From an optimization exercise on the open Yosys and OpenROAD flow, aimed at small area, a short achievable clock period and few clock cycles per item; shortcuts taken in it are not production practice. RTL that was checked went through simulation tests only; none was proved equivalent to the original. Function not checked in run 1: the RTL went through the layout flow alone. No activity file was given, so power comes from the tool's default toggle rates.

==> design/flow/design.v <==
package block_pkg;
    localparam int blk_dim  = 8;
    localparam int blk_size = blk_dim * blk_dim;
    typedef logic [5:0] coef_idx_t;
    localparam coef_idx_t first_ac_idx = coef_idx_t'(1);
    localparam coef_idx_t last_ac_idx  = coef_idx_t'(blk_size - 1);
endpackage
package coef_pkg;
    localparam int run_width = 4;
    typedef logic [run_width-1:0] run_t;
    localparam run_t max_run = run_t'(15);
endpackage
`timescale 1ns/100ps
import block_pkg::*;
module coef_buffer
#(
    parameter int coef_width = 12
) (
    input  logic                                clk,
    input  logic                                load,
    input  logic [blk_size-1:0][coef_width-1:0] block_in,
    input  logic [blk_size-1:1]                 sel,
    output logic [blk_size-1:1]                 sig_in,
    output logic [coef_width-1:0]               coef_out,
    output logic [coef_width-1:0]               dc_data
);
    logic [blk_size-1:1][coef_width-1:0] block_q;
    always_ff @(posedge clk) begin
        if (load) begin
            block_q <= block_in[blk_size-1:1];
            dc_data <= block_in[0];
        end
    end
    always_comb begin
        for (int i = 1; i < blk_size; i++) begin
            sig_in[i] = (block_in[i] != '0);
        end
    end
    always_comb begin
        coef_out = '0;
        for (int i = 1; i < blk_size; i++) begin
            coef_out = coef_out | (block_q[i] & {coef_width{sel[i]}});
        end
    end
endmodule
`timescale 1ns/100ps
import block_pkg::*;
module eob_locator
(
    input  logic [blk_size-1:1] map,
    output logic [blk_size-1:1] first
);
    logic [blk_size-1:0] m;
    logic [blk_size-1:0] f;
    logic [7:0]          g_any;
    logic [7:0]          g_clear;
    assign m = {map, 1'b0};
    always_comb begin
        for (int g = 0; g < 8; g++) begin
            g_any[g] = |m[g*8 +: 8];
        end
        for (int g = 0; g < 8; g++) begin
            g_clear[g] = 1'b1;
            for (int h = 0; h < g; h++) begin
                g_clear[g] = g_clear[g] & ~g_any[h];
            end
        end
        for (int g = 0; g < 8; g++) begin
            for (int j = 0; j < 8; j++) begin
                f[g*8+j] = m[g*8+j] & g_clear[g];
                for (int k = 0; k < j; k++) begin
                    f[g*8+j] = f[g*8+j] & ~m[g*8+k];
                end
            end
        end
    end
    assign first = f[blk_size-1:1];
endmodule
`timescale 1ns/100ps
import block_pkg::*;
import coef_pkg::*;
module run_scanner
#(
    parameter int coef_width = 12
) (
    input  logic                            clk,
    input  logic                            rst,
    input  logic                            start,
    input  logic                            stall,
    input  logic [blk_size-1:1]             sig_in,
    input  logic [coef_width-1:0]           coef_in,
    output logic [blk_size-1:1]             sel,
    output logic                            load,
    output logic                            dc_valid,
    output logic                            ac_valid,
    output logic [coef_width+run_width-1:0] ac_data,
    output logic                            last,
    output logic                            busy
);
    logic [blk_size-1:1] first_q;    
    logic                fv_q;       
    logic [blk_size-1:1] rest_q;     
    block_pkg::coef_idx_t s_q;       
    logic                hold_q;     
    logic [coef_width-1:0] hval_q;
    block_pkg::coef_idx_t  hidx_q;
    logic       open_q;              
    logic       oval_q;              
    logic       busy_q;
    logic [blk_size-1:1] in_first;
    logic [blk_size-1:1] rest_first;
    logic [blk_size-1:1] near;       
    logic       in_any, rest_any;
    block_pkg::coef_idx_t f_idx;
    block_pkg::coef_idx_t cur_idx;
    logic [coef_width-1:0] cur_val;
    logic       zrl_f, zrl_h, zrl, cur_ok, eob, cur_last;
    logic       can_load, push, adv, fin, accept;
    logic       open_n, oval_n, fz_n;
    coef_pkg::run_t run;
    eob_locator u_in_first (
        .map   (sig_in),
        .first (in_first)
    );
    eob_locator u_rest_first (
        .map   (rest_q),
        .first (rest_first)
    );
    assign sel      = first_q;
    assign load     = ~busy_q;
    assign busy     = busy_q;
    assign accept   = start & ~busy_q;
    assign in_any   = |sig_in;
    assign rest_any = |rest_q;
    always_comb begin
        for (int i = 1; i < blk_size; i++) begin
            if (i <= 16) begin
                near[i] = 1'b1;
            end else begin
                near[i] = (s_q >= 6'(i - 16));
            end
        end
        f_idx = '0;
        for (int i = 1; i < blk_size; i++) begin
            f_idx = f_idx | ({6{first_q[i]}} & 6'(i));
        end
    end
    assign cur_ok   = hold_q | fv_q;
    assign eob      = ~cur_ok;
    assign cur_idx  = hold_q ? hidx_q : f_idx;
    assign cur_val  = hold_q ? hval_q : coef_in;
    assign zrl_f    = ~|(first_q & near);
    assign zrl_h    = ({1'b0, hidx_q} > ({1'b0, s_q} + 7'd16));
    assign zrl      = cur_ok & (hold_q ? zrl_h : zrl_f);
    assign run      = coef_pkg::run_t'(cur_idx[3:0] + ~s_q[3:0]);
    assign cur_last = hold_q ? (hidx_q == last_ac_idx) : first_q[blk_size-1];
    assign can_load = ~oval_q | ac_valid;
    assign push     = can_load & open_q;
    assign adv      = push & ~hold_q & fv_q;
    assign fin      = push & (eob | (cur_last & ~zrl));
    assign open_n = accept | (open_q & ~fin);
    assign oval_n = (oval_q & ~ac_valid) | push;
    always_comb begin
        if (~busy_q) begin
            fz_n = ~in_any;
        end else if (push & cur_ok & ~zrl) begin
            fz_n = hold_q ? ~fv_q : ~rest_any;
        end else if (push & cur_ok) begin
            fz_n = 1'b0;
        end else begin
            fz_n = eob;
        end
    end
    always_ff @(posedge clk) begin
        if (~busy_q) begin
            first_q <= in_first;
            rest_q  <= sig_in & ~in_first;
        end else if (adv) begin
            first_q <= rest_first;
            rest_q  <= rest_q & ~rest_first;
        end
    end
    always_ff @(posedge clk) begin
        if (~busy_q) begin
            s_q <= '0;
        end else if (push & cur_ok) begin
            s_q <= zrl ? block_pkg::coef_idx_t'(s_q + 6'd16) : cur_idx;
        end
    end
    always_ff @(posedge clk) begin
        if (push & ~hold_q) begin
            hval_q <= coef_in;
            hidx_q <= f_idx;
        end
    end
    always_ff @(posedge clk) begin
        if (push) begin
            ac_data <= {(zrl ? max_run : (eob ? 4'd0 : run)),
                        (cur_val & {coef_width{~zrl}})};
            last    <= eob | (cur_last & ~zrl);
        end
    end
    always_ff @(posedge clk or posedge rst) begin
        if (rst) begin
            fv_q     <= 1'b0;
            hold_q   <= 1'b0;
            open_q   <= 1'b0;
            oval_q   <= 1'b0;
            ac_valid <= 1'b0;
            busy_q   <= 1'b0;
            dc_valid <= 1'b0;
        end else begin
            if (~busy_q) begin
                fv_q <= in_any;
            end else if (adv) begin
                fv_q <= rest_any;
            end
            if (~busy_q) begin
                hold_q <= 1'b0;
            end else if (push & cur_ok) begin
                hold_q <= zrl;
            end
            open_q   <= open_n;
            oval_q   <= oval_n;
            ac_valid <= oval_n & ~stall;
            busy_q   <= open_n & ~(fz_n & (~oval_n | ~stall));
            dc_valid <= accept;
        end
    end
endmodule
`timescale 1ns/100ps
import block_pkg::*;
import coef_pkg::*;
module rle_top
#(
    parameter int coef_width = 12
) (
    input  logic                                clk,
    input  logic                                rst,
    input  logic                                start,
    input  logic                                stall,
    input  logic [blk_size*coef_width-1:0]      block_in,
    output logic                                dc_valid,
    output logic [coef_width-1:0]               dc_data,
    output logic                                ac_valid,
    output logic [coef_width+run_width-1:0]     ac_data,
    output logic                                last,
    output logic                                busy
);
    logic [blk_size-1:1]    sig_in;
    logic [blk_size-1:1]    sel;
    logic                   load;
    logic [coef_width-1:0]  coef_val;
    coef_buffer #(
        .coef_width (coef_width)
    ) u_coef_buffer (
        .clk        (clk),
        .load       (load),
        .block_in   (block_in),
        .sel        (sel),
        .sig_in     (sig_in),
        .coef_out   (coef_val),
        .dc_data    (dc_data)
    );
    run_scanner #(
        .coef_width (coef_width)
    ) u_run_scanner (
        .clk        (clk),
        .rst        (rst),
        .start      (start),
        .stall      (stall),
        .sig_in     (sig_in),
        .coef_in    (coef_val),
        .sel        (sel),
        .load       (load),
        .dc_valid   (dc_valid),
        .ac_valid   (ac_valid),
        .ac_data    (ac_data),
        .last       (last),
        .busy       (busy)
    );
endmodule
==> design/flow/flow/run.sh <==
#!/bin/bash
# Standard layout, with the smallest buffer on every input and output port
# instead of the delay buffer buffer_ports picks on its own.
set -euo pipefail
export BUFFER_PORTS_ARGS="-buffer_cell sky130_fd_sc_hd__buf_1"
bash standard.sh > standard_flow.log 2>&1
==> design/flow/standard.sh <==
#!/bin/bash
# synth_recipe.tcl (not shown) runs the flow's synth.tcl, then flattens the netlist and writes it again
# the make line also repeats each setting of config.mk as NAME=value (left out here)
make -C /OpenROAD-flow-scripts/flow DESIGN_CONFIG=/design/flow/config.mk WORK_HOME=/design/flow/orfs CLKGATE_MAP_FILE= SYNTH_SCRIPT=/design/flow/synth_recipe.tcl "${@:-finish}"
==> design/flow/config.mk <==
export PLATFORM = sky130hd
export DESIGN_NAME = rle_top
export DESIGN_NICKNAME = rle_top
export VERILOG_FILES = /design/flow/design.v
export SDC_FILE = /design/flow/constraint.sdc
export NUM_CORES = 4
export LEC_CHECK = 0
export ABC_CLOCK_PERIOD_IN_PS = 1800
export CAP_MARGIN = 20
export CORE_MARGIN = 2
export CORE_UTILIZATION = 40
export SETUP_SLACK_MARGIN = 3.0
export SLEW_MARGIN = 20
==> design/flow/constraint.sdc <==
create_clock -name core_clock -period 5.0 [get_ports {clk}]
set_input_delay 1.0000 -clock core_clock [delete_from_list [all_inputs] [get_ports {clk}]]
set_output_delay 1.0000 -clock core_clock [all_outputs]
set_load 0.01 [all_outputs]
==> flow_summary_export.csv, run 1 <==
group,metric,value,unit
outcome,status,"finished clean",
floorplanning,start_util,0.402,
worst_setup_path,worst_path_max_delay_cell,"or3_4",
sta,min_period_over_period,0.655,
synthesis,synthCells,2556,
power_and_ir_drop,p_comb_frac,0.380,
worst_setup_path,crit_chain,"or3_4 -> or2_4 -> or3_4 -> nor4_2 -> nand4_1 -> mux2_4 -> ha_4 -> a21oi_2 -> xnor2_1 -> xnor2_1 -> a21oi_2",
clock_tree,clk_latency,0.73,ns
power_and_ir_drop,p_int,20.8,mW
synthesis,syn_nets,3343,
sta,timing.fmax,306,MHz
routing,avgViaCountPerCell,7.02,
layout,fin_util,0.561,
routing,drtIter0Drc,7386,
sta,rsz0062_at_grt,"true",
worst_setup_path,path_class,"reg2reg",
global_route,grt_overflow,0,
worst_setup_path,critPathArrivalTime,3.70,ns
routing,vias,36100,
routing,ant_nets,0,
synthesis,yosys_warnings,3,
routing,drt_wl_total,229000,µm
floorplanning,die_h,315,µm
global_route,grt_pass1_vias,33100,
worst_setup_path,worstSetupEndpointType,"flop",
clock_tree,clockBufferDepth,3,
floorplanning,core_area,96300,µm²
synthesis,synth_ff_type,"edfxtp_1",
placement,gp_congestion,1.07,
placement,dp_hpwl,173000,µm
global_route,antenna_found_initial,36,
global_route,grt_usage,0.445,
layout,drive_gt1_frac,0.294,
clock_tree,cts_tree,"yes",
sta,fin_crit,3.27,ns
worst_setup_path,max_stage_delay,0.45,ns
power_and_ir_drop,clkPwrFrac,0.217,
worst_setup_path,critPathTopFamily,"simple AND/OR/NAND/NOR gates",
layout,nets,4552,
sta,tns,0,ns
layout,layout_commonest_cell,"edfxtp_1",
layout,fillers,7908,
sta,hold_violations,0,
clock_tree,cts_hold_buf,0,
worst_setup_path,start_kind,"flop",
layout,ff_latch_area,28200,µm²
global_route,grt_max_degree,120,
worst_setup_path,crit_required,5.43,ns
sta,clock_skew,0.0446,ns
worst_setup_path,worstPathMaxFanout,2,
sta,worst_pin_slew,1.28,ns
power_and_ir_drop,p_leak,18.4,nW
synthesis,yosysUniqueCellTypes,73,
floorplanning,pin_count,804,
floorplanning,dieArea,99200,µm²
power_and_ir_drop,power.density,656,nW/µm²
clock_tree,htreeDepth,3,
clock_tree,clk_pin_slew,0.06,ns
routing,drtPass1Iterations,8,
clock_tree,cts_inserted_buffers,101,
worst_setup_path,crit_buf_inv,0,
synthesis,async_reset_ff_frac,0.00744,
routing,drc_errors,0,
job,drv_cap,0,
power_and_ir_drop,pwr-share-seq,0.403,
synthesis,avgSynthCellArea,15.1,µm²
sta,drv_slew,0,
power_and_ir_drop,switching_share,0.412,
clock_tree,cts-root-buf,"clkbuf_16",
placement,dp_slack,0.613,ns
hold_path,holdCritPathClass,"in2async",
layout,syn_to_final_growth,39.7,%
layout,final_cell_mix,"928 x edfxtp_1, 733 x buf_1, 298 x buf_4",
sta,finalSetupViolCount,0,
global_route,grt_pass1_wl,291000,µm
sta,relSlewSlack,0.136,
power_and_ir_drop,switchingPower,14.6,mW
routing,wl_per_cell,44.6,µm
layout,multi_input_area,13600,µm²
floorplanning,num_rows,114,
synthesis,netlist_area,38700,µm²
power_and_ir_drop,vdd_ir_drop_max,409,µV
synthesis,ys_ff_latch,941,
sta,setup_slack,1.73,ns
synthesis,seq_area_frac_synth,0.728,
floorplanning,dieWidth,315,µm
placement,io_buffers,803,
synthesis,synth_edf_count,928,
clock_tree,clock_sinks,941,
==> logic make-up (layout without fill, tap and decap cells) <==
kind of cell,count (synthesis),count (layout),share of synthesized area
other,0,22,0
muxes,19,19,0.00505
AOI/OAI and AO/OA,608,608,0.129
and+or+nand+nor,821,827,0.118
adders and majority gates,15,15,0.00505
xor gates and xnor gates,3,3,0.000679
buffers and inverters,149,1428,0.0147
DFF,941,941,0.728
==> layout make-up <==
type / instances / share of cell area
Antenna cell: 22 / 0.00102
Clock buffer: 120 / 0.0489
Clock inverter: 59 / 0.0120
Inverter: 23 / 0.00229
Multi-Input combinational cell: 1472 / 0.251
Sequential cell: 941 / 0.522
Tap cell: 1276 / 0.0296
Timing Repair Buffer: 1226 / 0.133
==> state kept, by name, indices dropped and copies added (netlist names), 6 cells and up <==
| name | count |
|---|---|
| u_coef_buffer.block_q | 756 |
| u_run_scanner.first_q | 63 |
| u_run_scanner.rest_q | 62 |
| u_run_scanner.ac_data | 16 |
| u_coef_buffer.dc_data | 12 |
| u_run_scanner.hval_q | 12 |
| u_run_scanner.hidx_q | 6 |
| u_run_scanner.s_q | 6 |
==> worst paths after layout <==
| kind | startpoint | to | slack (ns) | cells past startpoint |
|---|---|---|---|---|
| worst max-delay path | u_run_scanner.first_q[45] | u_run_scanner.ac_data[15] | 1.73 | 11 |
| max in group asynchronous | rst | u_run_scanner.busy_q | 4.53 | 2 |
| worst min register to register | u_run_scanner.hval_q[10] | u_run_scanner.ac_data[10] | 0.57 | 2 |
| min in group core_clock | block_in[2] | u_coef_buffer.dc_data[2] | 0.45 | 1 |
| worst max register to register | u_run_scanner.first_q[45] | u_run_scanner.ac_data[15] | 1.73 | 11 |
| worst min-delay path | rst | u_run_scanner.oval_q | 0.20 | 2 |
==> per-layer routing <==
| metal | GRT usage | routed length, µm | vias up |
|---|---|---|---|
| li1 | - | - | 13400 |
| met1 | 0.533 | 73200 | 17800 |
| met2 | 0.643 | 95700 | 3874 |
| met3 | 0.169 | 36600 | 981 |
| met4 | 0.351 | 23300 | 30 |
| met5 | 0 | 202 | - |
==> worst register-to-register path: stages (launching register included) <==
cell      delay, ns
edfxtp_1       0.39
or3_4          0.45
or2_4          0.27
or3_4          0.34
nor4_2         0.13
nand4_1        0.24
mux2_4         0.38
ha_4           0.25
a21oi_2        0.12
xnor2_1        0.14
xnor2_1        0.17
a21oi_2        0.09
==> cell usage after synthesis (all sizes together), types with 18 or more instances <==
cell type	number	area, µm²
nand4	75	469
o31ai	24	180
nor4	233	1500
inv	22	82.6
clkbuf	113	424
o21ai	45	225
nor2	105	394
or4	18	135
and3	60	375
a221oi	183	1600
o32ai	25	219
a21oi	26	130
nand3	93	465
a22o	181	1590
nand2	120	453
nor3	40	200
edfxtp	928	27900
==> through the flow <==
step | total power [mW] | hold WS (ns) | cell area, µm² | cells
after global routing | 35.5 | 0.220 | 54000 | 5124
after floorplan | 18.3 | 0.524 | 39100 | 2556
after global placement | 24.1 | 0.570 | 44900 | 4711
final | 35.4 | 0.200 | 54000 | 5139
after CTS | 33.6 | 0.192 | 52300 | 5049
after detailed placement | 24.1 | 0.560 | 44900 | 4712
==> power by group through the flow <==
stage / sequential [mW] / combinational, mW / clock [mW]
2_1_floorplan: 13.4 / 4.88 / 0
3_3_place_gp: 14.9 / 9.23 / 0
3_5_place_dp: 14.8 / 9.24 / 0
4_1_cts: 14.1 / 11.9 / 7.65
5_1_grt: 14.3 / 13.3 / 7.95
6_report: 14.3 / 13.5 / 7.70
==> timing repair <==
| action | 4_1_cts | 5_1_grt |
|---|---|---|
| gates cloned | 4 | 8 |
| buffers inserted | 154 | 59 |
| endpoints found under the setup margin | 993 | 707 |
| gates resized for setup | 554 | 241 |
| pin swaps | 112 | 88 |
==> run 2, diff against run 1 <==
--- a/design/flow/design.v
+++ b/design/flow/design.v
@@ -112,3 +112,3 @@
     logic [blk_size-1:1] near;       
-    logic       in_any, rest_any;
+    logic       in_any, in_any16, rest_any;
     block_pkg::coef_idx_t f_idx;
@@ -120,6 +120,18 @@
     coef_pkg::run_t run;
-    eob_locator u_in_first (
-        .map   (sig_in),
-        .first (in_first)
-    );
+    coef_pkg::run_t run_f;
+    coef_pkg::run_t rk;
+    logic [15:0] f_mod;
+    logic [3:0]  f_quad;
+    logic [coef_width+run_width-1:0] sym_q;   
+    logic        zrl_q;
+    logic        last_q;
+    always_comb begin
+        in_first = '0;
+        for (int i = 1; i <= 16; i++) begin
+            in_first[i] = sig_in[i];
+            for (int k = 1; k < i; k++) begin
+                in_first[i] = in_first[i] & ~sig_in[k];
+            end
+        end
+    end
     eob_locator u_rest_first (
@@ -133,2 +145,3 @@
     assign in_any   = |sig_in;
+    assign in_any16 = |sig_in[16:1];
     assign rest_any = |rest_q;
@@ -142,8 +155,31 @@
         end
-        f_idx = '0;
-        for (int i = 1; i < blk_size; i++) begin
-            f_idx = f_idx | ({6{first_q[i]}} & 6'(i));
+        for (int k = 0; k < 16; k++) begin
+            f_mod[k] = 1'b0;
+            for (int q = 0; q < 4; q++) begin
+                if (q*16 + k >= 1) f_mod[k] = f_mod[k] | first_q[q*16 + k];
+            end
+        end
+        for (int q = 0; q < 4; q++) begin
+            f_quad[q] = 1'b0;
+            for (int k = 0; k < 16; k++) begin
+                if (q*16 + k >= 1) f_quad[q] = f_quad[q] | first_q[q*16 + k];
+            end
+        end
+        for (int b = 0; b < 4; b++) begin
+            f_idx[b] = 1'b0;
+            for (int k = 0; k < 16; k++) begin
+                if (k[b]) f_idx[b] = f_idx[b] | f_mod[k];
+            end
+        end
+        f_idx[4] = f_quad[1] | f_quad[3];
+        f_idx[5] = f_quad[2] | f_quad[3];
+        for (int b = 0; b < 4; b++) begin
+            run_f[b] = 1'b0;
+            for (int k = 0; k < 16; k++) begin
+                rk = 4'(k) + ~s_q[3:0];
+                run_f[b] = run_f[b] | (f_mod[k] & rk[b]);
+            end
         end
     end
-    assign cur_ok   = hold_q | fv_q;
+    assign cur_ok   = hold_q | fv_q | rest_any;
     assign eob      = ~cur_ok;
@@ -153,4 +189,4 @@
     assign zrl_h    = ({1'b0, hidx_q} > ({1'b0, s_q} + 7'd16));
-    assign zrl      = cur_ok & (hold_q ? zrl_h : zrl_f);
-    assign run      = coef_pkg::run_t'(cur_idx[3:0] + ~s_q[3:0]);
+    assign zrl      = cur_ok & (hold_q ? zrl_h : (~fv_q | zrl_f));
+    assign run      = hold_q ? coef_pkg::run_t'(hidx_q[3:0] + ~s_q[3:0]) : run_f;
     assign cur_last = hold_q ? (hidx_q == last_ac_idx) : first_q[blk_size-1];
@@ -158,3 +194,3 @@
     assign push     = can_load & open_q;
-    assign adv      = push & ~hold_q & fv_q;
+    assign adv      = push & ~hold_q & (fv_q | rest_any);
     assign fin      = push & (eob | (cur_last & ~zrl));
@@ -166,3 +202,3 @@
         end else if (push & cur_ok & ~zrl) begin
-            fz_n = hold_q ? ~fv_q : ~rest_any;
+            fz_n = hold_q ? (~fv_q & ~rest_any) : ~rest_any;
         end else if (push & cur_ok) begin
@@ -197,7 +233,10 @@
         if (push) begin
-            ac_data <= {(zrl ? max_run : (eob ? 4'd0 : run)),
-                        (cur_val & {coef_width{~zrl}})};
-            last    <= eob | (cur_last & ~zrl);
+            sym_q  <= {(eob ? 4'd0 : run), cur_val};
+            zrl_q  <= zrl;
+            last_q <= eob | cur_last;
         end
     end
+    assign ac_data = {sym_q[coef_width +: run_width] | {run_width{zrl_q}},
+                      sym_q[coef_width-1:0] & {coef_width{~zrl_q}}};
+    assign last    = last_q & ~zrl_q;
     always_ff @(posedge clk or posedge rst) begin
@@ -213,3 +252,3 @@
             if (~busy_q) begin
-                fv_q <= in_any;
+                fv_q <= in_any16;
             end else if (adv) begin
@@ -220,3 +259,3 @@
             end else if (push & cur_ok) begin
-                hold_q <= zrl;
+                hold_q <= hold_q ? zrl : (fv_q & zrl);
             end
==> run 2 against run 1 <==
  * The layout now fails its checks (capacitance limit, slew limit)
  * Synthesized cell count rose by 1.9%
  * Critical path depth fell by 1
  * Utilization rose by 2.9 points
  * Design area rose by 4.0%
  * Clock skew fell by 0.0025 ns
  * Power fell by 6.6%
  * Wire length rose by 6.0%
  * Clock power rose by 7.3%
  * Sequential share of layout area fell by 2.5 points
  * Die area fell by 0.62%
  * Setup slack got worse by 0.12 ns
  * Fmax fell by 3.4%
  * Critical endpoint is now u_run_scanner.busy_q
  * Largest cell class unchanged
==> flow_summary_export.csv, run 2 <==
group,metric,value,unit
layout,drive_gt1_frac,0.327,
worst_setup_path,worstSetupEndpointType,"flop",
global_route,grt_pass1_vias,33600,
synthesis,async_reset_ff_frac,0.00743,
worst_setup_path,r2r-start,"u_run_scanner.busy_q",
clock_tree,clock_sinks,942,
worst_setup_path,worstReg2RegEnd,"u_run_scanner.busy_q",
clock_tree,clk_pin_slew,0.06,ns
clock_tree,clockBufferDepth,3,
synthesis,synthCells,2604,
floorplanning,core_area,95200,µm²
outcome,so_faults,"capacitance limit, slew limit",
floorplanning,dieArea,98600,µm²
layout,regMostFlops,"u_coef_buffer.block_q",
worst_setup_path,worstPathMaxFanout,2,
worst_setup_path,critPathArrivalTime,3.96,ns
layout,largestRegisters,"u_coef_buffer.block_q x756, u_run_scanner.first_q x63, u_run_scanner.rest_q x62",
clock_tree,cts-root-buf,"clkbuf_16",
synthesis,ys_top_cells_by_area,"edfxtp_1 69%, a22o_1 4.2%, a221oi_1 4.2%, nor4_1 3.8%, dfxtp_1 2.8%",
sta,rsz0062_at_grt,"true",
layout,largest_reg_flops,756,
layout,fin_util,0.590,
worst_setup_path,reg2reg_slack,1.84,ns
synthesis,syn_nets,3402,
global_route,grt_usage,0.474,
synthesis,synth_ff_type,"edfxtp_1",
sta,worst_pin_slew,1.55,ns
synthesis,yosys_warnings,3,
sta,timing.fmax,295,MHz
sta,tns,0,ns
worst_setup_path,reg2reg_depth,8,
synthesis,seq_area_frac_synth,0.721,
synthesis,netlist_area,38400,µm²
sta,clock_skew,0.0421,ns
floorplanning,num_rows,113,
placement,gp_congestion,1.08,
clock_tree,cts_tree,"yes",
synthesis,synth_edf_count,882,
power_and_ir_drop,power.density,589,nW/µm²
sta,finalSetupViolCount,0,
synthesis,synth_most_common_cell,"edfxtp_1",
layout,fillers,7460,
job,drv_cap,1,
floorplanning,pin_count,804,
layout,syn_to_final_growth,46.2,%
synthesis,ys_ff_latch,942,
synthesis,synth_top_cell_by_area,"edfxtp_1",
global_route,grt_max_degree,64,
worst_setup_path,crit_required,5.57,ns
layout,nets,4661,
clock_tree,cts_hold_buf,0,
routing,drtIter0Drc,7802,
worst_setup_path,path_class,"in2reg",
routing,drc_errors,0,
clock_tree,cts_inserted_buffers,102,
routing,wl_per_cell,46.2,µm
power_and_ir_drop,vdd_ir_drop_max,416,µV
layout,layout_commonest_cell,"edfxtp_1",
hold_path,holdCritPathClass,"in2async",
global_route,grt_pass1_wl,307000,µm
routing,drt_wl_total,243000,µm
routing,ant_nets,0,
clock_tree,clk_latency,0.73,ns
sta,drv_slew,2,
routing,avgViaCountPerCell,7.15,
layout,final_cell_mix,"882 x edfxtp_1, 747 x buf_1, 301 x buf_4",
routing,drtPass1Iterations,12,
placement,io_buffers,803,
power_and_ir_drop,p_leak,19.1,nW
floorplanning,start_util,0.404,
outcome,status,"complete, but fails checks",
placement,dp_hpwl,176000,µm
synthesis,avgSynthCellArea,14.8,µm²
clock_tree,htreeDepth,3,
sta,hold_violations,0,
synthesis,ys_top_cells_by_count,"882 x edfxtp_1, 235 x nor4_1, 184 x a22o_1, 183 x a221oi_1, 141 x nand2_1",
synthesis,synthDominantCellAreaShare,0.689,
worst_setup_path,start_kind,"input port",
global_route,antenna_found_initial,45,
synthesis,yosysUniqueCellTypes,76,
routing,vias,37600,
floorplanning,dieWidth,314,µm
sta,min_period_over_period,0.678,
floorplanning,die_h,314,µm
sta,relSlewSlack,-0.0407,
sta,fin_crit,3.39,ns
global_route,grt_overflow,0,
## run 2: cell count changes after synthesis, moves of 19 or more
cell	previous run	this run
edfxtp_1	928	882
o22ai_1	15	38
o31ai_1	24	5
dfxtp_1	6	53
nand2_1	119	141
a21oi_1	26	73
nor2_1	105	75
## run 2: metal layers
metal	global-route usage	vias up	routed length, µm	share of wire
met5	0.0484	-	1370	0.0056
met4	0.260	58	18500	0.076
met3	0.291	1019	48800	0.20
met2	0.635	4456	93900	0.39
met1	0.580	18400	80300	0.33
li1	-	13600	-	-
## run 2: kinds of logic (layout without fill, tap and decap cells)
family                     after synthesis  after routing  synth area share
AOI/OAI and AO/OA                      615            621             0.126
xor gates and xnor gates                 6              6           0.00137
buffers and inverters                  179           1520            0.0182
DFF                                    942            942             0.721
muxes                                   24             24           0.00667
other                                    0             35                 0
adders and majority gates               26             26           0.00866
and+or+nand+nor                        812            813             0.118
## run 2: what timing repair did
action                                  in CTS  in global routing
gates resized for setup                    716                266
pin swaps                                  156                139
buffers inserted                           227                 81
gates cloned                                41                  2
endpoints found under the hold margin        0                  0
endpoints found under the setup margin    1045                650
## run 2: critical path: stages
cell	delay, ns
buf_1	0.18
nor4_1	0.48
buf_4	0.20
and3_1	0.17
nand4_1	0.34
nor4_2	0.40
nand4_1	0.18
or4_4	0.48
or3_4	0.35
nor4b_2	0.16
## run 2: final cells by class
cell class,count,area (µm²),share of cell area
sequential,942,27900,0.496
multi-input combinational,1490,14100,0.250
clock inverter,70,880,0.0157
timing repair inverter,4,45.0,0.000802
clock buffer,123,2710,0.0482
timing repair buffer,1290,8780,0.156
antenna,35,87.6,0.00156
inverter,33,164,0.00292
tap,1265,1580,0.0282
## run 2: how the worst max path moves through the flow
stage                  start              endpoint  slack, ns
6_report       block_in[468]  u_run_scanner.busy_q       1.61
4_1_cts        block_in[344]  u_run_scanner.busy_q       1.95
5_1_grt        block_in[482]  u_run_scanner.busy_q       1.75
3_5_place_dp   block_in[305]  u_run_scanner.busy_q       0.67
3_3_place_gp   block_in[305]  u_run_scanner.busy_q       0.68
2_1_floorplan  block_in[342]  u_run_scanner.busy_q       1.96
## run 2: per-stage QoR
| stage | power (mW) | hold slack (ns) | instances | worst slack [ns] | cell area (µm²) |
|---|---|---|---|---|---|
| 3_3_place_gp | 19.6 | 0.530 | 4672 | 0.679 | 44200 |
| 5_1_grt | 33.3 | 0.289 | 5235 | 1.75 | 56100 |
| 2_1_floorplan | 16.1 | 0.489 | 2604 | 1.96 | 39000 |
| 6_report | 33.1 | 0.281 | 5252 | 1.61 | 56200 |
| 3_5_place_dp | 19.7 | 0.533 | 4672 | 0.666 | 44200 |
| 4_1_cts | 31.3 | 0.268 | 5133 | 1.95 | 54200 |
## run 2: power by group
part | switching, mW | internal [mW]
Clock | 3.41 | 4.85
Sequential | 1.88 | 11.6
Combinational | 6.80 | 4.52
Total | 12.1 | 21.0
Testbench counts of run 2, summed over its fixed seeds: cycles 18,882, items 1,280.
==> run 3, diff against run 2 <==
--- a/design/flow/design.v
+++ b/design/flow/design.v
@@ -50,3 +50,6 @@
     input  logic [blk_size-1:1] map,
-    output logic [blk_size-1:1] first
+    input  logic [7:0]          g_any,       
+    output logic [blk_size-1:1] first,       
+    output logic [blk_size-1:1] rest,        
+    output logic [7:0]          g_any_rest   
 );
@@ -54,4 +57,5 @@
     logic [blk_size-1:0] f;
-    logic [7:0]          g_any;
-    logic [7:0]          g_clear;
+    logic [blk_size-1:0] r;
+    logic [7:0]          g_sel;
+    logic [7:0]          g_multi;
     assign m = {map, 1'b0};
@@ -59,8 +63,5 @@
         for (int g = 0; g < 8; g++) begin
-            g_any[g] = |m[g*8 +: 8];
-        end
-        for (int g = 0; g < 8; g++) begin
-            g_clear[g] = 1'b1;
+            g_sel[g] = g_any[g];
             for (int h = 0; h < g; h++) begin
-                g_clear[g] = g_clear[g] & ~g_any[h];
+                g_sel[g] = g_sel[g] & ~g_any[h];
             end
@@ -68,4 +69,5 @@
         for (int g = 0; g < 8; g++) begin
+            g_multi[g] = 1'b0;
             for (int j = 0; j < 8; j++) begin
-                f[g*8+j] = m[g*8+j] & g_clear[g];
+                f[g*8+j] = m[g*8+j];
                 for (int k = 0; k < j; k++) begin
@@ -73,2 +75,5 @@
                 end
+                r[g*8+j] = m[g*8+j] & ~(f[g*8+j] & g_sel[g]);
+                g_multi[g] = g_multi[g] | (m[g*8+j] & ~f[g*8+j]);
+                f[g*8+j] = f[g*8+j] & g_sel[g];
             end
@@ -76,3 +81,5 @@
     end
-    assign first = f[blk_size-1:1];
+    assign first      = f[blk_size-1:1];
+    assign rest       = r[blk_size-1:1];
+    assign g_any_rest = (g_any & ~g_sel) | (g_multi & g_sel);
 endmodule
@@ -108,5 +115,13 @@
     logic       oval_q;              
-    logic       busy_q;
+    logic       busy_q;              
+    logic       zload_q;             
+    logic       busy_w;
     logic [blk_size-1:1] in_first;
     logic [blk_size-1:1] rest_first;
+    logic [blk_size-1:1] rest_next;
+    logic [7:0]          rga_q;      
+    logic [7:0]          rga_next;
+    logic [7:0]          in_ga;
+    logic [7:0]          s_hi_gt, s_hi_eq, s_lo_ge;
+    logic                hlast_q;    
     logic [blk_size-1:1] near;       
@@ -137,13 +152,30 @@
     eob_locator u_rest_first (
-        .map   (rest_q),
-        .first (rest_first)
+        .map        (rest_q),
+        .g_any      (rga_q),
+        .first      (rest_first),
+        .rest       (rest_next),
+        .g_any_rest (rga_next)
     );
+    always_comb begin
+        for (int g = 0; g < 8; g++) begin
+            in_ga[g] = 1'b0;
+            for (int j = 0; j < 8; j++) begin
+                if (g*8 + j >= 1) in_ga[g] = in_ga[g] | (sig_in[g*8+j] & ~in_first[g*8+j]);
+            end
+        end
+    end
     assign sel      = first_q;
-    assign load     = ~busy_q;
-    assign busy     = busy_q;
-    assign accept   = start & ~busy_q;
+    assign busy_w   = busy_q & ~zload_q;
+    assign load     = ~busy_w;
+    assign busy     = busy_w;
+    assign accept   = start & ~busy_w;
     assign in_any   = |sig_in;
     assign in_any16 = |sig_in[16:1];
-    assign rest_any = |rest_q;
+    assign rest_any = |rga_q;
     always_comb begin
+        for (int h = 0; h < 8; h++) begin
+            s_hi_gt[h] = (s_q[5:3] > 3'(h));
+            s_hi_eq[h] = (s_q[5:3] == 3'(h));
+            s_lo_ge[h] = (s_q[2:0] >= 3'(h));
+        end
         for (int i = 1; i < blk_size; i++) begin
@@ -152,3 +184,3 @@
             end else begin
-                near[i] = (s_q >= 6'(i - 16));
+                near[i] = s_hi_gt[(i-16)/8] | (s_hi_eq[(i-16)/8] & s_lo_ge[(i-16)%8]);
             end
@@ -191,3 +223,3 @@
     assign run      = hold_q ? coef_pkg::run_t'(hidx_q[3:0] + ~s_q[3:0]) : run_f;
-    assign cur_last = hold_q ? (hidx_q == last_ac_idx) : first_q[blk_size-1];
+    assign cur_last = hold_q ? hlast_q : first_q[blk_size-1];
     assign can_load = ~oval_q | ac_valid;
@@ -199,4 +231,4 @@
     always_comb begin
-        if (~busy_q) begin
-            fz_n = ~in_any;
+        if (~busy_w) begin
+            fz_n = 1'b0;
         end else if (push & cur_ok & ~zrl) begin
@@ -210,8 +242,10 @@
     always_ff @(posedge clk) begin
-        if (~busy_q) begin
+        if (~busy_w) begin
             first_q <= in_first;
             rest_q  <= sig_in & ~in_first;
+            rga_q   <= in_ga;
         end else if (adv) begin
             first_q <= rest_first;
-            rest_q  <= rest_q & ~rest_first;
+            rest_q  <= rest_next;
+            rga_q   <= rga_next;
         end
@@ -219,3 +253,3 @@
     always_ff @(posedge clk) begin
-        if (~busy_q) begin
+        if (~busy_w) begin
             s_q <= '0;
@@ -227,4 +261,5 @@
         if (push & ~hold_q) begin
-            hval_q <= coef_in;
-            hidx_q <= f_idx;
+            hval_q  <= coef_in;
+            hidx_q  <= f_idx;
+            hlast_q <= first_q[blk_size-1];
         end
@@ -249,5 +284,6 @@
             busy_q   <= 1'b0;
+            zload_q  <= 1'b0;
             dc_valid <= 1'b0;
         end else begin
-            if (~busy_q) begin
+            if (~busy_w) begin
                 fv_q <= in_any16;
@@ -256,3 +292,3 @@
             end
-            if (~busy_q) begin
+            if (~busy_w) begin
                 hold_q <= 1'b0;
@@ -265,2 +301,3 @@
             busy_q   <= open_n & ~(fz_n & (~oval_n | ~stall));
+            zload_q  <= accept & ~in_any & (~oval_n | ~stall);
             dc_valid <= accept;
--- a/design/flow/config.mk
+++ b/design/flow/config.mk
@@ -7,7 +7,8 @@
 export LEC_CHECK = 0
-export ABC_CLOCK_PERIOD_IN_PS = 1800
 export CAP_MARGIN = 20
 export CORE_MARGIN = 2
-export CORE_UTILIZATION = 40
-export SETUP_SLACK_MARGIN = 3.0
+export CORE_UTILIZATION = 70
+export CTS_CLUSTER_DIAMETER = 60
+export CTS_CLUSTER_SIZE = 30
+export SETUP_SLACK_MARGIN = 2.2
 export SLEW_MARGIN = 20
==> run 3 against run 2 <==
  * The flow now stops in global routing (5_1_grt)
  * Synthesized area is 2.0% higher
  * Synthesized cell count up 5.0%
==> flow_summary_export.csv, run 3 <==
group,metric,value,unit
placement,dp_hpwl,151000,µm
synthesis,yosys_warnings,3,
synthesis,synthMuxAreaShare,0.00638,
synthesis,synth-compound-area-share,0.128,
global_route,grt_usage,0.803,
clock_tree,clock_sinks,953,
synthesis,synth_edf_count,892,
synthesis,yosysUniqueCellTypes,76,
synthesis,avgSynthCellArea,14.3,µm²
synthesis,seq_area_frac_synth,0.716,
floorplanning,num_rows,86,
synthesis,netlist_area,39200,µm²
synthesis,synthXorXnorAreaFrac,0.00112,
outcome,status,"did not finish",
synthesis,synth-simple-area-share,0.121,
placement,dp_slack,1.12,ns
synthesis,synth_most_common_cell,"edfxtp_1",
synthesis,ys_top_cells_by_area,"edfxtp_1 68%, a221oi_1 4.1%, a22o_1 4.1%, nor4_1 3.7%, dfxtp_1 2.7%",
placement,io_buffers,803,
floorplanning,dieWidth,241,µm
floorplanning,die_h,241,µm
placement,gp_congestion,1.16,
synthesis,ys_top_cells_by_count,"892 x edfxtp_1, 233 x nor4_1, 182 x a221oi_1, 182 x a22o_1, 173 x nand2_1",
clock_tree,cts_hold_buf,0,
synthesis,synthDominantCellAreaShare,0.683,
clock_tree,clockBufferDepth,3,
floorplanning,start_util,0.710,
clock_tree,cts_inserted_buffers,49,
outcome,error_line,"[ERROR GRT-0232] Routing congestion too high. Check the congestion heatmap in the GUI.",
synthesis,syn_nets,3527,
global_route,grt_overflow,157,
clock_tree,cts-root-buf,"clkbuf_16",
synthesis,synth_fa_ha_area_frac,0.0105,
synthesis,synth_top_family_by_area,"compound AO/OA/AOI/OAI gates",
synthesis,ys_ff_latch,953,
clock_tree,htreeDepth,2,
floorplanning,pin_count,804,
synthesis,synth_ff_type,"edfxtp_1",
synthesis,async_reset_ff_frac,0.00839,
placement,dpl-instance-area,43600,µm²
outcome,lastStage,"global routing (5_1_grt)",
synthesis,synthCells,2733,
synthesis,synth_top_cell_by_area,"edfxtp_1",
global_route,grt_max_degree,218,
==> run 3: cell count changes after synthesis, sizes merged, moves of 16 or more <==
| cell | before | now |
|---|---|---|
| a21oi | 73 | 93 |
| and3 | 59 | 27 |
| clkbuf | 127 | 143 |
| nand2 | 142 | 173 |
| nand3 | 78 | 107 |
| nor2 | 76 | 114 |
| o21ai | 42 | 93 |
| o22ai | 38 | 14 |
| o31ai | 5 | 27 |
==> run 3: power by group through the flow <==
stage / registers [mW] / clock network [mW] / logic (mW)
floorplan: 12.7 / 0 / 3.76
global placement: 13.6 / 0 / 5.83
detailed placement: 13.7 / 0 / 6.01
CTS: 13.4 / 4.94 / 6.71
==> run 3: per-layer routing <==
metal  overflow  global-route usage
met5          0               0.334
met3          0               0.669
met1          1               0.792
met2         89               0.952
met4         67               0.833
==> run 3: logic make-up after synthesis <==
family          Yosys count
compound gates          660
mux                      23
flops                   953
xor+xnor                  5
buf+inv                 177
fa+ha+maj                35
simple gates            880
==> run 3: worst min-delay path by stage <==
stage                         startpoint                         to  slack, ns  cells after the start
3_5_place_dp   u_run_scanner.first_q[32]  u_run_scanner.first_q[32]       0.53                      2
4_1_cts                              rst     u_run_scanner.ac_valid       0.30                      2
3_3_place_gp   u_run_scanner.first_q[32]  u_run_scanner.first_q[32]       0.50                      2
2_1_floorplan  u_run_scanner.first_q[63]      u_run_scanner.hlast_q       0.41                      0
==> run 3: timing repair <==
action | CTS
gates cloned | 2
gates resized for setup | 110
pin swaps | 18
setup endpoints to repair | 192
buffers inserted | 39
==> run 3: metrics by stage <==
step / power [mW] / instances
2_1_floorplan: 16.5 / 2733
3_3_place_gp: 19.5 / 4242
3_5_place_dp: 19.7 / 4242
4_1_cts: 25.1 / 4372
Testbench counts of run 3, summed over its fixed seeds: cycles 18,882, items 1,280.
==> run 4, diff against run 3 <==
--- a/design/flow/design.v
+++ b/design/flow/design.v
@@ -123,2 +123,3 @@
     logic [7:0]          rga_next;
+    logic                rany_q;     
     logic [7:0]          in_ga;
@@ -173,3 +174,3 @@
     assign in_any16 = |sig_in[16:1];
-    assign rest_any = |rga_q;
+    assign rest_any = rany_q;
     always_comb begin
@@ -246,2 +247,3 @@
             rga_q   <= in_ga;
+            rany_q  <= |in_ga;
         end else if (adv) begin
@@ -250,2 +252,3 @@
             rga_q   <= rga_next;
+            rany_q  <= |rga_next;
         end
--- a/design/flow/config.mk
+++ b/design/flow/config.mk
@@ -9,3 +9,3 @@
 export CORE_MARGIN = 2
-export CORE_UTILIZATION = 70
+export CORE_UTILIZATION = 55
 export CTS_CLUSTER_DIAMETER = 60
==> run 4 against run 3 <==
  * Now clean on timing, DRC and antenna
  * Synthesized area fell by 0.16%
  * Synthesized cell count fell by 0.44%
==> flow_summary_export.csv, run 4 <==
group,metric,value,unit
floorplanning,num_rows,97,
routing,ant_nets,0,
synthesis,synth_most_common_cell,"edfxtp_1",
routing,drc_errors,0,
global_route,antenna_found_initial,39,
synthesis,ys_ff_latch,954,
synthesis,synthDominantCellAreaShare,0.685,
job,drv_cap,0,
sta,fin_crit,3.14,ns
layout,nets,4490,
placement,io_buffers,803,
synthesis,avgSynthCellArea,14.4,µm²
global_route,grt_max_degree,95,
layout,regMostFlops,"u_coef_buffer.block_q",
sta,worst_pin_slew,1.29,ns
routing,avgViaCountPerCell,7.75,
worst_setup_path,crit_required,5.43,ns
global_route,grt_usage,0.580,
routing,drtIter0Drc,8194,
routing,drtPass1Iterations,9,
sta,rsz0062_at_grt,"true",
floorplanning,dieArea,73300,µm²
sta,finalSetupViolCount,0,
synthesis,synth_edf_count,893,
layout,final_cell_mix,"893 x edfxtp_1, 800 x buf_1, 205 x buf_4",
power_and_ir_drop,switching_share,0.387,
floorplanning,dieWidth,271,µm
synthesis,netlist_area,39100,µm²
routing,wl_per_cell,46.3,µm
power_and_ir_drop,pwr-share-seq,0.489,
floorplanning,pin_count,804,
sta,tns,0,ns
layout,drive_gt1_frac,0.171,
layout,largestRegisters,"u_coef_buffer.block_q x756, u_run_scanner.first_q x63, u_run_scanner.rest_q x63",
layout,syn_to_final_growth,25.8,%
layout,largest_reg_flops,756,
synthesis,yosys_warnings,3,
clock_tree,htreeDepth,2,
sta,timing.fmax,318,MHz
hold_path,holdCritPathClass,"in2async",
synthesis,ys_top_cells_by_area,"edfxtp_1 69%, a221oi_1 4.1%, a22o_1 4.1%, nor4_1 3.8%, dfxtp_1 2.7%",
clock_tree,cts_tree,"yes",
synthesis,async_reset_ff_frac,0.00839,
routing,drt_wl_total,218000,µm
routing,vias,36500,
sta,clock_skew,0.0575,ns
worst_setup_path,worstSetupEndpointType,"flop",
layout,layout_commonest_cell,"edfxtp_1",
floorplanning,start_util,0.557,
power_and_ir_drop,p_leak,15.6,nW
layout,fillers,4933,
global_route,grt_pass1_wl,283000,µm
synthesis,seq_area_frac_synth,0.717,
placement,gp_congestion,1.10,
global_route,grt_pass1_vias,33200,
worst_setup_path,worstPathMaxFanout,2,
clock_tree,clk_latency,0.73,ns
power_and_ir_drop,switchingPower,10.6,mW
power_and_ir_drop,clkPwrFrac,0.219,
power_and_ir_drop,p_comb_frac,0.291,
placement,dp_hpwl,169000,µm
sta,hold_slack,0.354,ns
layout,fin_util,0.701,
clock_tree,cts-root-buf,"clkbuf_16",
floorplanning,die_h,271,µm
floorplanning,core_area,70300,µm²
synthesis,syn_nets,3516,
power_and_ir_drop,power.density,557,nW/µm²
sta,hold_violations,0,
clock_tree,clk_pin_slew,0.09,ns
outcome,status,"finished clean",
power_and_ir_drop,p_int,16.8,mW
worst_setup_path,critPathArrivalTime,3.58,ns
sta,relSlewSlack,0.130,
synthesis,synth_ff_type,"edfxtp_1",
clock_tree,clockBufferDepth,3,
synthesis,ys_top_cells_by_count,"893 x edfxtp_1, 237 x nor4_1, 185 x a221oi_1, 181 x a22o_1, 171 x nand2_1",
synthesis,synth_top_cell_by_area,"edfxtp_1",
clock_tree,cts_inserted_buffers,60,
worst_setup_path,critPathLaunch,"block_in[554]",
worst_setup_path,start_kind,"input port",
power_and_ir_drop,vdd_ir_drop_max,479,µV
worst_setup_path,path_class,"in2reg",
global_route,grt_overflow,0,
synthesis,yosysUniqueCellTypes,75,
sta,min_period_over_period,0.629,
synthesis,synthCells,2721,
sta,drv_slew,0,
worst_setup_path,r2r-start,"u_run_scanner.first_q[35]",
clock_tree,clock_sinks,954,
clock_tree,cts_hold_buf,0,
run 4: changes by cell type after synthesis, moves of 8 or more:
cell / previous run / this run
and3_1: 27 / 8
o31ai_1: 27 / 19
nand3_1: 107 / 136
o21ai_0: 93 / 85
clkbuf_1: 142 / 122
nor2_1: 114 / 122
run 4: logic make-up (layout without fill, tap and decap cells):
logic type               Yosys count  in the layout  share of synthesized area
other                              0             28                          0
multiplexers                      24             24                    0.00659
XOR/XNOR                           7              7                    0.00157
AND/OR/NAND/NOR                  891            891                      0.122
AO/OA/AOI/OAI                    650            650                      0.126
flip-flops                       954            954                      0.717
adder cells (fa/ha/maj)           35             35                     0.0106
buffers and inverters            160           1186                     0.0157
run 4: repair_timing:
| action | 4_1_cts | 5_1_grt |
|---|---|---|
| resized for setup | 199 | 131 |
| setup buffers | 43 | 44 |
| pin swaps | 24 | 37 |
| endpoints found under the setup margin | 321 | 225 |
run 4: per-stage QoR:
step	power, mW	std cells	area [µm²]	setup slack [ns]
finish	27.4	4715	49200	1.86
global route	27.6	4701	49200	1.98
CTS	26.0	4643	48100	2.09
detailed placement	19.7	4486	44300	0.759
global placement	19.5	4486	44300	0.901
floorplan	16.2	2721	39300	1.85
run 4: final timing paths:
check                                                end  slack (ns)  cells after the start
min in group core_clock         u_coef_buffer.dc_data[3]        0.46                      1
worst max register to register    u_run_scanner.sym_q[9]        1.89                      6
max in group asynchronous           u_run_scanner.hold_q        4.21                      2
worst min register to register    u_run_scanner.sym_q[8]        0.56                      1
worst max-delay path                u_run_scanner.rany_q        1.86                      9
worst min-delay path                  u_run_scanner.fv_q        0.35                      2
run 4: per-layer routing:
metal / up-vias / wire length (µm) / GRT usage
met5: - / 229 / 0
met4: 30 / 26500 / 0.525
met3: 1227 / 40700 / 0.254
met2: 4565 / 86800 / 0.802
met1: 17400 / 63900 / 0.681
li1: 13300 / - / -
run 4: power by group through the flow:
stage	Sequential (mW)	Combinational, mW	Clock (mW)
2_1_floorplan	12.6	3.60	0
6_report	13.4	7.99	6.01
4_1_cts	13.2	6.88	5.92
3_3_place_gp	13.5	5.96	0
3_5_place_dp	13.6	6.07	0
5_1_grt	13.4	8.04	6.20
run 4: critical path: stages:
cell and delay [ns]:
buf_1 0.14, nor4_1 0.90, nand3_1 0.21, nor4_1 0.35
nand2_1 0.15, nor4_1 0.29, nand2_1 0.17, nor4b_4 0.30
a31oi_1 0.07
run 4: cell type report:
cell class                      count  area, µm²  share of cell area
Antenna cell                       28       70.1             0.00142
Clock buffer                       61       1530              0.0310
Clock inverter                     53        785              0.0159
Inverter                           26        131             0.00267
Multi-Input combinational cell   1607      12300               0.249
Sequential cell                   954      28100               0.572
Tap cell                          940       1180              0.0239
Timing Repair Buffer             1046       5130               0.104
Testbench counts of run 4, summed over its fixed seeds: cycles 18,882, items 1,280.
==> run 5, diff against run 4 <==
--- a/design/flow/config.mk
+++ b/design/flow/config.mk
@@ -7,5 +7,5 @@
 export LEC_CHECK = 0
-export CAP_MARGIN = 20
+export CAP_MARGIN = 30
 export CORE_MARGIN = 2
-export CORE_UTILIZATION = 55
+export CORE_UTILIZATION = 50
 export CTS_CLUSTER_DIAMETER = 60
@@ -13,2 +13,2 @@
 export SETUP_SLACK_MARGIN = 2.2
-export SLEW_MARGIN = 20
+export SLEW_MARGIN = 30
==> run 5 against run 4 <==
  * Still clean on timing, DRC and antenna
  * Clock power rose by 6.0%
  * Critical path depth unchanged
  * Die area rose by 9.8%
  * Critical path type unchanged
  * Largest cell class unchanged
  * Clock-buffer cell count is 14 higher
  * Sequential cell count is the same
==> flow_summary_export.csv, run 5 <==
group,metric,value,unit
synthesis,ys_top_cells_by_area,"edfxtp_1 69%, a221oi_1 4.1%, a22o_1 4.1%, nor4_1 3.8%, dfxtp_1 2.7%",
power_and_ir_drop,pwr-share-seq,0.483,
layout,regMostFlops,"u_coef_buffer.block_q",
power_and_ir_drop,total_power,27.7,mW
sta,rsz0062_at_grt,"true",
global_route,grt_pass1_wl,294000,µm
clock_tree,clk_pin_slew,0.08,ns
worst_setup_path,start_kind,"input port",
sta,hold_slack,0.374,ns
synthesis,yosys_warnings,3,
sta,tns,0,ns
layout,fin_util,0.640,
routing,drt_wl_total,229000,µm
synthesis,synth_top_cell_by_area,"edfxtp_1",
clock_tree,clk_latency,0.67,ns
sta,clock_skew,0.0435,ns
sta,timing.fmax,311,MHz
worst_setup_path,worst_path_max_delay_cell,"nor4_4",
sta,drv_slew,0,
layout,nets,4509,
layout,layout_commonest_cell,"edfxtp_1",
sta,fin_crit,3.22,ns
routing,vias,36600,
global_route,grt_usage,0.553,
placement,io_buffers,803,
routing,drtIter0Drc,7871,
power_and_ir_drop,vdd_ir_drop_max,434,µV
clock_tree,clockBufferDepth,3,
sta,setup_slack,1.78,ns
clock_tree,cts_inserted_buffers,71,
synthesis,synthCells,2721,
synthesis,ys_top_cells_by_count,"893 x edfxtp_1, 237 x nor4_1, 185 x a221oi_1, 181 x a22o_1, 171 x nand2_1",
synthesis,synth_edf_count,893,
synthesis,syn_nets,3516,
worst_setup_path,critPathArrivalTime,3.57,ns
outcome,status,"finished clean",
clock_tree,cts_tree,"yes",
synthesis,yosysUniqueCellTypes,75,
routing,ant_nets,0,
sta,worst_pin_slew,1.09,ns
floorplanning,die_h,284,µm
placement,gp_congestion,1.10,
worst_setup_path,worstSetupEndpointType,"flop",
synthesis,synth_most_common_cell,"edfxtp_1",
synthesis,avgSynthCellArea,14.4,µm²
worst_setup_path,worstPathMaxFanout,2,
layout,largestRegisters,"u_coef_buffer.block_q x756, u_run_scanner.first_q x63, u_run_scanner.rest_q x63",
power_and_ir_drop,switchingPower,10.7,mW
sta,relSlewSlack,0.270,
worst_setup_path,crit_required,5.35,ns
global_route,antenna_found_initial,40,
synthesis,seq_area_frac_synth,0.717,
power_and_ir_drop,power.density,559,nW/µm²
floorplanning,dieArea,80500,µm²
synthesis,synth_ff_type,"edfxtp_1",
layout,drive_gt1_frac,0.175,
power_and_ir_drop,switching_share,0.385,
power_and_ir_drop,p_comb_frac,0.287,
placement,dp_cells,4600,
sta,hold_violations,0,
clock_tree,cts-root-buf,"clkbuf_16",
floorplanning,start_util,0.505,
synthesis,synthDominantCellAreaShare,0.685,
routing,avgViaCountPerCell,7.55,
layout,largest_reg_flops,756,
synthesis,async_reset_ff_frac,0.00839,
power_and_ir_drop,p_leak,15.8,nW
job,drv_cap,0,
routing,drtPass1Iterations,9,
synthesis,ys_ff_latch,954,
floorplanning,num_rows,102,
synthesis,netlist_area,39100,µm²
global_route,grt_overflow,0,
placement,dp_slack,0.769,ns
global_route,grt_pass1_vias,33300,
sta,min_period_over_period,0.644,
layout,final_cell_mix,"893 x edfxtp_1, 798 x buf_1, 217 x buf_4",
floorplanning,dieWidth,284,µm
floorplanning,core_area,77500,µm²
routing,wl_per_cell,47.2,µm
worst_setup_path,path_class,"in2reg",
hold_path,holdCritPathClass,"in2async",
layout,instances_no_fill,4849,
worst_setup_path,max_stage_delay,0.67,ns
power_and_ir_drop,p_int,17.0,mW
worst_setup_path,crit_chain,"buf_1 -> nor4_4 -> nand3_2 -> nor4_4 -> nand2_1 -> nor4_1 -> nand2_1 -> nor4b_4 -> a31oi_1",
placement,dpl-instance-area,44700,µm²
placement,dp_hpwl,177000,µm
layout,final_area,49500,µm²
clock_tree,htreeDepth,3,
layout,syn_to_final_growth,26.6,%
routing,drc_errors,0,
clock_tree,clock_sinks,954,
power_and_ir_drop,clkPwrFrac,0.230,
sta,finalSetupViolCount,0,
worst_setup_path,reg2reg_slack,1.97,ns
global_route,grt_max_degree,181,
floorplanning,pin_count,804,
run 5: changes by cell type in the layout (fill, tap and decap cells not counted), sizes merged:
cell / delta
bufbuf: +3
nand2b: +1
inv: -5
diode: +8
clkinvlp: +6
nand2: +1
buf: +2
bufinv: -1
clkinv: +4
clkbuf: +15
run 5: per-layer routing:
metal  track usage  vias to the layer above  wire [µm]
met5             0                        -        161
met4         0.465                       14      25900
met3         0.244                     1120      40200
met2         0.777                     4432      93000
met1         0.650                    17700      69600
li1              -                    13400          -
run 5: worst paths after layout:
kind                                          start                        to  depth (start not counted)
setup reg to reg           u_run_scanner.first_q[8]    u_run_scanner.sym_q[9]                          5
min in group core_clock                 block_in[3]  u_coef_buffer.dc_data[3]                          1
hold reg to reg                u_run_scanner.open_q      u_run_scanner.oval_q                          1
setup / recovery                      block_in[630]      u_run_scanner.rany_q                          9
max in group asynchronous                       rst     u_run_scanner.zload_q                          2
hold / removal                                  rst      u_run_scanner.oval_q                          2
run 5: layout make-up:
type	instances	area, µm²
inverter	26	121
antenna	36	90.1
tap	1040	1300
clock buffer	75	1820
sequential	954	28100
timing repair buffer	1052	5200
fill	6002	27900
clock inverter	57	716
multi-input combinational	1609	12200
run 5: power by group through the flow:
stage / sequential [mW] / combinational, mW / clock, mW
2_1_floorplan: 12.6 / 3.60 / 0
3_3_place_gp: 13.6 / 6.03 / 0
3_5_place_dp: 13.6 / 6.25 / 0
4_1_cts: 13.2 / 7.12 / 6.31
5_1_grt: 13.4 / 7.99 / 6.57
6_report: 13.4 / 7.94 / 6.37
run 5: timing repair:
action / 4_1_cts / 5_1_grt
buffers inserted: 47 / 26
cloned: 5 / 0
gates resized for setup: 179 / 100
hold buffers: 0 / 0
endpoints found under the setup margin: 809 / 132
pin swaps: 20 / 24
run 5: cells by family (layout without fill, tap and decap cells):
| group | after synthesis | after routing | synth area share |
|---|---|---|---|
| other cells | 0 | 36 | 0 |
| xor+xnor | 7 | 7 | 0.00157 |
| fa+ha+maj | 35 | 35 | 0.0106 |
| simple gates | 891 | 893 | 0.122 |
| buf+inv | 160 | 1210 | 0.0157 |
| compound gates | 650 | 650 | 0.126 |
| mux | 24 | 24 | 0.00659 |
| flops | 954 | 954 | 0.717 |
run 5: worst max-delay path: cells and delay by family:
| kind | cells | cell delay, ns |
|---|---|---|
| and+or+nand+nor | 7 | 2.32 |
| AOI/OAI and AO/OA | 1 | 0.08 |
| buffers and inverters | 1 | 0.17 |
==> run 6, diff against run 5 <==
--- a/design/flow/design.v
+++ b/design/flow/design.v
@@ -111,3 +111,2 @@
     logic                hold_q;     
-    logic [coef_width-1:0] hval_q;
     block_pkg::coef_idx_t  hidx_q;
@@ -123,3 +122,3 @@
     logic [7:0]          rga_next;
-    logic                rany_q;     
+    logic                vz_q;       
     logic [7:0]          in_ga;
@@ -131,3 +130,2 @@
     block_pkg::coef_idx_t cur_idx;
-    logic [coef_width-1:0] cur_val;
     logic       zrl_f, zrl_h, zrl, cur_ok, eob, cur_last;
@@ -174,3 +172,3 @@
     assign in_any16 = |sig_in[16:1];
-    assign rest_any = rany_q;
+    assign rest_any = |rga_q;
     always_comb begin
@@ -216,6 +214,5 @@
     end
-    assign cur_ok   = hold_q | fv_q | rest_any;
+    assign cur_ok   = hold_q | fv_q | vz_q;
     assign eob      = ~cur_ok;
     assign cur_idx  = hold_q ? hidx_q : f_idx;
-    assign cur_val  = hold_q ? hval_q : coef_in;
     assign zrl_f    = ~|(first_q & near);
@@ -227,3 +224,3 @@
     assign push     = can_load & open_q;
-    assign adv      = push & ~hold_q & (fv_q | rest_any);
+    assign adv      = push & ~hold_q & (fv_q | vz_q);
     assign fin      = push & (eob | (cur_last & ~zrl));
@@ -247,3 +244,2 @@
             rga_q   <= in_ga;
-            rany_q  <= |in_ga;
         end else if (adv) begin
@@ -252,3 +248,2 @@
             rga_q   <= rga_next;
-            rany_q  <= |rga_next;
         end
@@ -264,3 +259,2 @@
         if (push & ~hold_q) begin
-            hval_q  <= coef_in;
             hidx_q  <= f_idx;
@@ -271,3 +265,6 @@
         if (push) begin
-            sym_q  <= {(eob ? 4'd0 : run), cur_val};
+            sym_q[coef_width +: run_width] <= eob ? 4'd0 : run;
+            if (~hold_q) begin
+                sym_q[coef_width-1:0] <= coef_in;
+            end
             zrl_q  <= zrl;
@@ -282,2 +279,3 @@
             fv_q     <= 1'b0;
+            vz_q     <= 1'b0;
             hold_q   <= 1'b0;
@@ -291,2 +289,7 @@
             if (~busy_w) begin
+                vz_q <= in_any & ~in_any16;
+            end else if (adv) begin
+                vz_q <= 1'b0;
+            end
+            if (~busy_w) begin
                 fv_q <= in_any16;
--- a/design/flow/config.mk
+++ b/design/flow/config.mk
@@ -9,3 +9,3 @@
 export CORE_MARGIN = 2
-export CORE_UTILIZATION = 50
+export CORE_UTILIZATION = 55
 export CTS_CLUSTER_DIAMETER = 60
==> run 6 against run 5 <==
  * Synthesized area is 1.3% lower
  * Sequential power hardly changed
  * Via count is 0.92% lower
  * Power is 0.97% lower
  * Combinational power is 3.9% lower
  * Sequential share of layout area is 1.2 points higher
  * Critical path type unchanged
==> flow_summary_export.csv, run 6 <==
group,metric,value,unit
sta,fin_crit,3.05,ns
job,drv_cap,0,
routing,drc_errors,0,
routing,ant_nets,0,
routing,wl_per_cell,46.2,µm
synthesis,ys_ff_latch,942,
power_and_ir_drop,power.density,573,nW/µm²
synthesis,async_reset_ff_frac,0.00955,
global_route,grt_pass1_wl,277000,µm
synthesis,synthCells,2690,
layout,drive_gt1_frac,0.153,
sta,tns,0,ns
global_route,antenna_found_initial,30,
synthesis,ys_top_cells_by_area,"edfxtp_1 68%, a221oi_1 4.1%, a22o_1 4.1%, nor4_1 3.7%, dfxtp_1 2.7%",
outcome,status,"finished clean",
placement,dp_hpwl,162000,µm
layout,instances_no_fill,4661,
clock_tree,clockBufferDepth,3,
sta,worst_pin_slew,1.28,ns
worst_setup_path,crit_chain,"buf_1 -> nor4_1 -> and3_1 -> nand3_1 -> or4_1 -> nor3_4 -> and4_1",
power_and_ir_drop,p_leak,15.4,nW
synthesis,synth_edf_count,880,
clock_tree,clk_pin_slew,0.09,ns
synthesis,yosys_warnings,3,
floorplanning,core_area,69800,µm²
sta,min_period_over_period,0.609,
placement,dpl-instance-area,43800,µm²
clock_tree,cts_hold_buf,0,
sta,finalSetupViolCount,0,
floorplanning,start_util,0.553,
synthesis,synth_most_common_cell,"edfxtp_1",
synthesis,synth_ff_type,"edfxtp_1",
floorplanning,num_rows,97,
routing,vias,36300,
layout,largestRegisters,"u_coef_buffer.block_q x756, u_run_scanner.first_q x63, u_run_scanner.rest_q x63",
routing,drt_wl_total,215000,µm
worst_setup_path,start_kind,"input port",
clock_tree,cts_tree,"yes",
floorplanning,dieWidth,269,µm
layout,final_area,47900,µm²
layout,regMostFlops,"u_coef_buffer.block_q",
global_route,grt_max_degree,171,
layout,layout_commonest_cell,"edfxtp_1",
synthesis,seq_area_frac_synth,0.718,
placement,gp_congestion,1.12,
global_route,grt_usage,0.584,
synthesis,synthDominantCellAreaShare,0.684,
routing,drtIter0Drc,7909,
global_route,grt_overflow,0,
clock_tree,clock_sinks,942,
synthesis,synth_top_cell_by_area,"edfxtp_1",
hold_path,holdCritPathClass,"in2async",
power_and_ir_drop,vdd_ir_drop_max,807,µV
synthesis,avgSynthCellArea,14.4,µm²
sta,relSlewSlack,0.148,
floorplanning,pin_count,804,
clock_tree,cts_inserted_buffers,69,
worst_setup_path,crit_required,5.60,ns
routing,avgViaCountPerCell,7.78,
worst_setup_path,reg2reg_depth,4,
worst_setup_path,path_class,"in2reg",
sta,drv_slew,0,
floorplanning,dieArea,72300,µm²
sta,hold_violations,0,
synthesis,syn_nets,3485,
worst_setup_path,worstSetupEndpointType,"flop",
floorplanning,die_h,269,µm
worst_setup_path,worst_path_max_delay_cell,"nor4_1",
clock_tree,clk_latency,0.68,ns
worst_setup_path,worstPathMaxFanout,2,
sta,clock_skew,0.0477,ns
synthesis,ys_top_cells_by_count,"880 x edfxtp_1, 231 x nor4_1, 182 x a221oi_1, 182 x a22o_1, 181 x nand2_1",
routing,drtPass1Iterations,14,
clock_tree,cts-root-buf,"clkbuf_16",
layout,syn_to_final_growth,24.0,%
synthesis,yosysUniqueCellTypes,78,
sta,rsz0062_at_grt,"true",
placement,dp_cells,4462,
worst_setup_path,max_stage_delay,1.05,ns
layout,final_cell_mix,"880 x edfxtp_1, 802 x buf_1, 196 x buf_4",
layout,largest_reg_flops,756,
placement,io_buffers,803,
synthesis,netlist_area,38600,µm²
worst_setup_path,critPathArrivalTime,3.65,ns
sta,timing.fmax,328,MHz
clock_tree,htreeDepth,3,
layout,nets,4443,
global_route,grt_pass1_vias,33300,
==> run 6: changes by cell type after synthesis, moves of 10 or more <==
cell and change:
and3_1 +15, mux2_2 -13, edfxtp_1 -13, nand3_1 -31, nand2_1 +10, o22ai_1 +11
==> run 6: through the flow <==
stage / setup WS (ns) / utilization / total power [mW] / hold slack [ns]
global placement: 0.848 / 0.627 / 19.8 / 0.531
floorplan: 1.98 / - / 16.5 / 0.406
finish: 1.95 / 0.686 / 27.4 / 0.335
CTS: 2.16 / 0.678 / 26.4 / 0.335
detailed placement: 0.861 / 0.628 / 20.0 / 0.541
global route: 2.10 / 0.686 / 27.6 / 0.349
==> run 6: area by class of cell <==
class,instances,area [µm²]
sequential,942,27800
fill,4966,21900
multi-input combinational,1594,11500
timing repair buffer,1022,4840
clock buffer,76,1820
tap,940,1180
clock inverter,49,652
inverter,19,90.1
antenna,19,47.5
==> run 6: what timing repair did <==
| item | 4_1_cts | 5_1_grt |
|---|---|---|
| gates cloned | 2 | 0 |
| pin swaps | 22 | 32 |
| setup endpoints to repair | 89 | 131 |
| resized for setup | 137 | 75 |
| buffers inserted | 33 | 19 |
==> run 6: final timing paths <==
path	slack, ns	end	from
max	1.95	u_run_scanner.zload_q	block_in[269]
max in group asynchronous	4.29	u_run_scanner.busy_q	rst
max reg2reg	2.05	u_run_scanner.sym_q[5]	u_run_scanner.first_q[43]
min in group core_clock	0.48	u_coef_buffer.dc_data[2]	block_in[2]
min reg2reg	0.56	u_run_scanner.first_q[52]	u_run_scanner.first_q[52]
min	0.33	u_run_scanner.oval_q	rst
==> run 6: metal layers <==
metal	vias to the layer above	track usage	wire, µm	part of all wire
li1	13100	-	-	-
met1	17200	0.673	62400	0.29
met2	4600	0.807	86100	0.40
met3	1233	0.252	38800	0.18
met4	32	0.561	27400	0.13
met5	-	0.0264	471	0.0022
==> run 6: kinds of logic (layout without fill, tap and decap cells) <==
group | after synthesis | count (layout) | share of synthesized area
buffers and inverters | 155 | 1166 | 0.0156
and+or+nand+nor | 880 | 880 | 0.122
xor gates and xnor gates | 5 | 5 | 0.00113
muxes | 6 | 6 | 0.00159
AOI/OAI and AO/OA | 667 | 668 | 0.132
adders and majority gates | 35 | 35 | 0.0108
DFF | 942 | 942 | 0.718
other | 0 | 19 | 0
==> run 6: report_power, final <==
part / total, mW / leakage (nW) / switching [mW] / internal, mW
combinational: 7.63 / 5.28 / 5.51 / 2.11
sequential: 13.5 / 8.91 / 1.72 / 11.8
clock: 6.29 / 1.20 / 3.33 / 2.96
total: 27.4 / 15.4 / 10.6 / 16.9
==> run 6: worst max-delay path: cells and delay by family <==
kind	cells	cell delay, ns
buffers and inverters	1	0.12
and+or+nand+nor	6	2.51
Testbench counts of run 6, summed over its fixed seeds: cycles 18,882, items 1,280.

what the ideal ports hide:
No port has a modelled driver above. Below, the same layouts with a new extraction and two added sets of constraints. Step 1, drivers: a clkbuf_16 drives clk and a buf_2 each remaining input, both assumed. Step 2 adds t to the input delays and takes it off the output delays; t is the mean of the earliest and latest rising clock arrival at the registers after step 1. Input paths then give back, and output paths get back, about the clock's delay inside the block. a / b / c = ideal ports / drivers / drivers and shift; a / b = the first two.
| run | shift t [ns] | setup slack, ns | hold WS [ns] | worst data-port slew with drivers (ns) |
|---|---|---|---|---|
| run 1 | 0.782 | 1.727 / 1.727 / 1.143 | 0.200 / 0.152 / 0.575 | 0.15 |
| run 2 | 0.781 | 1.611 / 1.666 / 0.885 | 0.281 / 0.225 / 0.498 | 0.16 |
| run 4 | 0.774 | 1.856 / 1.888 / 1.134 | 0.354 / 0.301 / 0.560 | 0.25 |
| run 5 | 0.724 | 1.782 / 1.829 / 1.106 | 0.374 / 0.323 / 0.535 | 0.16 |
| run 6 | 0.734 | 1.954 / 1.996 / 1.261 | 0.335 / 0.288 / 0.555 | 0.22 |
For run 2, which loses most, drivers alone change the setup slack by +0.055 ns; drivers and shift together by -0.726 ns.
